What follows belongs to an exercise in optimizing a design on an open flow for small area; a production flow would make more cautious choices. Only simulation tests tie the RTL to the original design; equivalence was not proved. Power and IR drop assume default switching activity.

`run.sh`:
```
#!/bin/bash
# synth_recipe.tcl (not shown) runs the flow's synth.tcl, then flattens the netlist and writes it again
# the make line also repeats each setting of config.mk as NAME=value (left out here)
make -C /OpenROAD-flow-scripts/flow DESIGN_CONFIG=/design/flow/config.mk WORK_HOME=/design/flow/orfs CLKGATE_MAP_FILE= SYNTH_SCRIPT=/design/flow/synth_recipe.tcl finish
```
`config.mk`:
```
export PLATFORM = sky130hd
export DESIGN_NAME = simd_issue_ctrl
export DESIGN_NICKNAME = simd_issue_ctrl
export VERILOG_FILES = /design/flow/design.v
export SDC_FILE = /design/flow/constraint.sdc
export NUM_CORES = 4
export LEC_CHECK = 0
export CAP_MARGIN = 20
export CORE_MARGIN = 2
export CORE_UTILIZATION = 40
export SLEW_MARGIN = 20
```
`constraint.sdc`:
```
create_clock -name core_clock -period 6.0 [get_ports {clk}]
set_input_delay 1.2000 -clock core_clock [delete_from_list [all_inputs] [get_ports {clk}]]
set_output_delay 1.2000 -clock core_clock [all_outputs]
set_load 0.01 [all_outputs]
```
`design.v`:
```
module simd_issue_ctrl #(
  parameter int unsigned WIDTH = 32,
  parameter int unsigned LANES = 4,
  parameter int unsigned NREGS = 8,
  parameter int unsigned AW    = $clog2(NREGS)
) (
  input  logic                   clk,
  input  logic                   rst,
  input  logic                   instr_valid,
  output logic                   instr_ready,
  input  logic [2:0]             instr_op,
  input  logic [AW-1:0]          instr_dst,
  input  logic [AW-1:0]          instr_srca,
  input  logic [AW-1:0]          instr_srcb,
  input  logic                   rf_we,
  input  logic [AW-1:0]          rf_waddr,
  input  logic [LANES*WIDTH-1:0] rf_wdata,
  input  logic [AW-1:0]          rf_raddr,
  output logic [LANES*WIDTH-1:0] rf_rdata,
  output logic [2:0]             core_opcode,
  output logic [LANES*WIDTH-1:0] core_a,
  output logic [LANES*WIDTH-1:0] core_b,
  input  logic [LANES*WIDTH-1:0] core_r,
  output logic                   busy,
  output logic                   done,
  output logic                   err
);
  localparam int unsigned VW = LANES * WIDTH;
  typedef enum logic [1:0] {
    S_IDLE,
    S_ISSUE,
    S_CAPTURE
  } state_t;
  state_t          state_q, state_d;
  logic [VW-1:0]   vrf_q [NREGS];
  logic [2:0]      opcode_q;
  logic [VW-1:0]   a_q, b_q;
  logic [AW-1:0]   dst_q;
  logic            drop_q;
  logic            done_q;
  logic            accept;
  logic            op_illegal;
  logic            drop_instr;
  logic            wb_en;
  assign accept     = (state_q == S_IDLE) && instr_valid;
  assign op_illegal = (instr_op > 3'b100);
  assign drop_instr = op_illegal;
  assign wb_en = (state_q == S_CAPTURE) && !drop_q;
  always_comb begin
    state_d = state_q;
    unique case (state_q)
      S_IDLE:    if (instr_valid) state_d = S_ISSUE;
      S_ISSUE:   state_d = S_CAPTURE;
      S_CAPTURE: state_d = S_IDLE;
      default:   state_d = S_IDLE;
    endcase
  end
  always_ff @(posedge clk or posedge rst) begin
    if (rst) state_q <= S_IDLE;
    else     state_q <= state_d;
  end
  always_ff @(posedge clk or posedge rst) begin
    if (rst) begin
      opcode_q <= '0;
      a_q      <= '0;
      b_q      <= '0;
      dst_q    <= '0;
      drop_q   <= 1'b0;
    end else if (accept) begin
      dst_q  <= instr_dst;
      drop_q <= drop_instr;
      if (!drop_instr) begin
        opcode_q <= instr_op;
        a_q      <= vrf_q[instr_srca];
        b_q      <= vrf_q[instr_srcb];
      end
    end
  end
  always_ff @(posedge clk or posedge rst) begin
    if (rst) begin
      for (int unsigned i = 0; i < NREGS; i++) vrf_q[i] <= '0;
    end else begin
      if (rf_we) vrf_q[rf_waddr] <= rf_wdata;
      if (wb_en) vrf_q[dst_q]    <= core_r;
    end
  end
  always_ff @(posedge clk or posedge rst) begin
    if (rst) done_q <= 1'b0;
    else     done_q <= (state_q == S_CAPTURE);
  end
  logic err_q;
  always_ff @(posedge clk or posedge rst) begin
    if (rst)                      err_q <= 1'b0;
    else if (accept && op_illegal) err_q <= 1'b1;
  end
  assign err = err_q;
  assign instr_ready = (state_q == S_IDLE);
  assign busy        = (state_q != S_IDLE);
  assign done        = done_q;
  assign core_opcode = opcode_q;
  assign core_a      = a_q;
  assign core_b      = b_q;
  assign rf_rdata    = vrf_q[rf_raddr];
endmodule
```
==> metrics.yaml <==
status:
  status: "timing/DRC/antenna clean"
layout:
  fill_cells: 19040
  drive_gt1_share_pct: 5.755
  design_area_sq_um: 93620
  fin_nets: 9418
  areaGrowthSynthToFinish_pct: 16.24
  layout.cells.non_filler: 11970
  fin_util_pct: 46.84
  final_cell_mix: "mux2i_1 (1425), nor2_1 (1309), dfrtp_1 (1291)"
  layout_commonest_cell: "mux2i_1"
worst_setup_path:
  cp_top_family: "buffers and inverters"
  cp-end-kind: "output pin"
  rr_startpoint: "dst_q[0]$_DFFE_PP0N_"
  crit_arrival_ps: 4120
  cpPeakStageDelay_ps: 720
  cp_slowest_cell: "nand2_1"
  reg2reg_to: "vrf_q[4][93]$_DFF_PP0_"
  path_class: "in -> out"
  cp_num_buf_inv: 4
  worstPathCellList: "buf_8 > nor2_4 > buf_4 > nand2_1 > buf_4 > nor2_1 > a21oi_1 > clkdlybuf4s50_1"
  crit_required_ps: 4800
  crit_top_cell: "buf_4"
  r2r_slack_ps: 2690
  reg2regPathDepth: 6
  start_kind: "input port"
  worstPathMaxFanout: 41
sta:
  final-hold-violation-count: 0
  fin_ws_ps: 681.1
  finalSetupTns_ps: 0
  period_minus_slack_ps: 5319
  setup_viol: 0
  worstMarginPinSlew_ps: 1356
  fin_skew_ps: 36.11
  hold_ws_ps: 477.1
  drv_slew: 0
  max_freq_ghz: 0.1880
  relSlewSlack_pct: 9.583
  rsz0062_at_grt: "no"
  period_share_pct: 88.65
power_and_ir_drop:
  totalPowerFinal_mw: 38.40
  peakVddDrop_mv: 0.3046
  leakage_nw: 41.34
  powerDensity_nw_per_um2: 410.2
placed_design:
  gp_congestion: 0.9133
  hpwl_um: 213400
  portBuffers: 668
  dp_slack_ps: 846.6
  dp.cells: 11640
  placed_area_sq_um: 88120
yosys:
  synthesis.area_sq_um: 80540
  synth_compound_area_share_pct: 23.41
  yosys.area_share.simple_pct: 10.67
  async_flop_share_pct: 100.0
  synth_top_area_cell: "dfrtp_1"
  synth_top_area_share_pct: 40.11
  synthAdderAreaFrac_pct: 0
  ys_warn_count: 2
  synth-seq-area-share_pct: 40.11
  synth.avg_cell_area_sq_um: 8.696
  synth_xor_area_share_pct: 0
  yosys-mux-area-fraction_pct: 18.42
  yosys-top-cells-area: "dfrtp_1 (40%), mux2i_1 (18%), a21oi_1 (8.0%)"
  synth_ff_type: "dfrtp_1"
  synth_cell_type_count: 53
  synthCells: 9261
  syn-num-nets: 9539
  synth_top_family_by_area: "compound AO/OA/AOI/OAI gates"
  synth_edf_count: 0
  ys_ff_latch: 1291
worst_hold_path:
  hold_class: "reg -> reg"
  holdPathEnd: "b_q[105]$_DFFE_PP0P_"
  whs_path_depth: 2
  min_from: "b_q[105]$_DFFE_PP0P_"
routing:
  vias: 78600
  drt_iter0_markers: 11440
  drt-vias-per-instance: 6.566
  first_pass_iters: 7
  wl_per_cell_um: 31.77
  final_antenna_net_count: 0
  drc_errors: 0
  routed_wl_um: 380300
cts:
  insertion_delay_ps: 840
  cts-resized-gates: 0
  hold_buffers: 0
  numCtsBuffers: 157
  cts_tree: "built"
  clockBufferDepth: 3
  clk_pin_slew_ps: 50
  cts-root-buf: "clkbuf_16"
  h-tree-depth: 4
  clock_sinks: 1291
  cts_setup_buffers: 0
die:
  initial_utilization_pct: 40.30
  die-area_sq_um: 204900
  die_w_um: 452.7
  die_h_um: 452.7
  ios: 669
  core.rowCount: 164
  coreArea_sq_um: 199900
global_route:
  antenna_found_initial: 71
  gr-usage-met2_pct: 52.53
  top_usage_layer: "met2"
  grt-ovfl-total: 0
  grt_pass1_vias: 75670
  met1_usage_pct: 45.42
  use_met3_pct: 10.16
  grt_pass1_wl_um: 543900
  grt_max_degree: 153
  track_usage_pct: 35.95
run:
  cap_violations: 0
==> state kept, by name, summed over array words and instances (netlist names) <==
register,cells
vrf_q,1024
a_q,128
b_q,128
dst_q,3
opcode_q,3
state_q,2
done_q,1
drop_q,1
err_q,1
==> area by class of cell <==
cell class              instances  area, sq um  area share, %
clock inverters                57        716.9         0.7658
well taps                    2656         3323          3.550
diodes                         52        130.1         0.1390
inverters                     239        910.9         0.9730
repair buffers                845         9009          9.623
multi-input cells            6606        42570          45.47
flip-flops and latches       1291        32310          34.51
clock buffers                 224         4657          4.974
==> how the worst max path moves through the flow <==
stage,from,to,depth (start not counted)
floorplan,rst,a_q[0]$_DFFE_PP0P_,1
global placement,rf_raddr[1],rf_rdata[46],7
detailed placement,rf_raddr[1],rf_rdata[46],7
CTS,rf_raddr[1],rf_rdata[46],7
global route,rf_raddr[2],rf_rdata[34],8
finish,rf_raddr[2],rf_rdata[37],8
==> logic make-up after synthesis <==
group | count (synthesis)
AOI/OAI and AO/OA | 3052
buffers and inverters | 1364
and+or+nand+nor | 2095
muxes | 1459
DFF | 1291
==> metal layers <==
layer / up-vias / part of all wire [%]
met5: - / 0.075
met4: 46 / 8.1
met3: 1572 / 12
met2: 5866 / 42
met1: 38000 / 38
li1: 33120 / -
==> cell usage after synthesis (21+ instances only) <==
cell      instances
a21oi_1        1288
buf_2           410
o22ai_1         428
buf_1            59
o32a_1           21
a22o_1          161
o21ai_1          44
clkbuf_1        581
a22oi_1         111
nand2b_1         44
o21ai_0         395
o22a_1           64
inv_1           237
nor2b_1         147
nand2_1         454
buf_4            62
mux2i_1        1425
nor2_1         1313
nor3_1          107
a221oi_1        350
dfrtp_1        1291
a211oi_1        133
==> where the power goes <==
group / leakage [nW] / total [mW] / internal (mW) / switching, mW
Sequential: 15.3 / 15.7 / 12.0 / 3.69
Combinational: 23.4 / 12.6 / 6.04 / 6.52
Clock: 2.65 / 10.1 / 5.92 / 4.18
Total: 41.3 / 38.4 / 24.0 / 14.4
==> worst register-to-register path, stage by stage, from the launching register on <==
cell     delay, ps
dfrtp_1        500
nor3b_1        610
nand2_4        660
buf_4          660
buf_4          470
nor2_1         190
a21oi_1         50

afterwards: timing with drivers on the ports:
The results above use ideal ports. As a check the final layout listed here was re-extracted and re-timed, cells and wires unchanged.
Step 1 (the two cells are an assumption about what drives the block):
set clk [get_ports {clk}]
set_driving_cell -lib_cell sky130_fd_sc_hd__clkbuf_16 $clk
set_driving_cell -lib_cell sky130_fd_sc_hd__buf_2 [delete_from_list [all_inputs] $clk]
Step 2 times the ports against the registers' clock, not the clock port: input delays grow and output delays shrink by t, the midpoint of the rising clock arrivals with the driver on.
Three values: ideal ports, drivers, drivers and shift; two values: the first two.
t (ns): 0.920
setup slack, ns: 0.681 / 0.629 / 0.629
worst setup path at the end: input to output
After both steps setup and hold are still met in this run. The setup slack of this run moves by -0.052 ns with the drivers and by -0.052 ns with both steps.
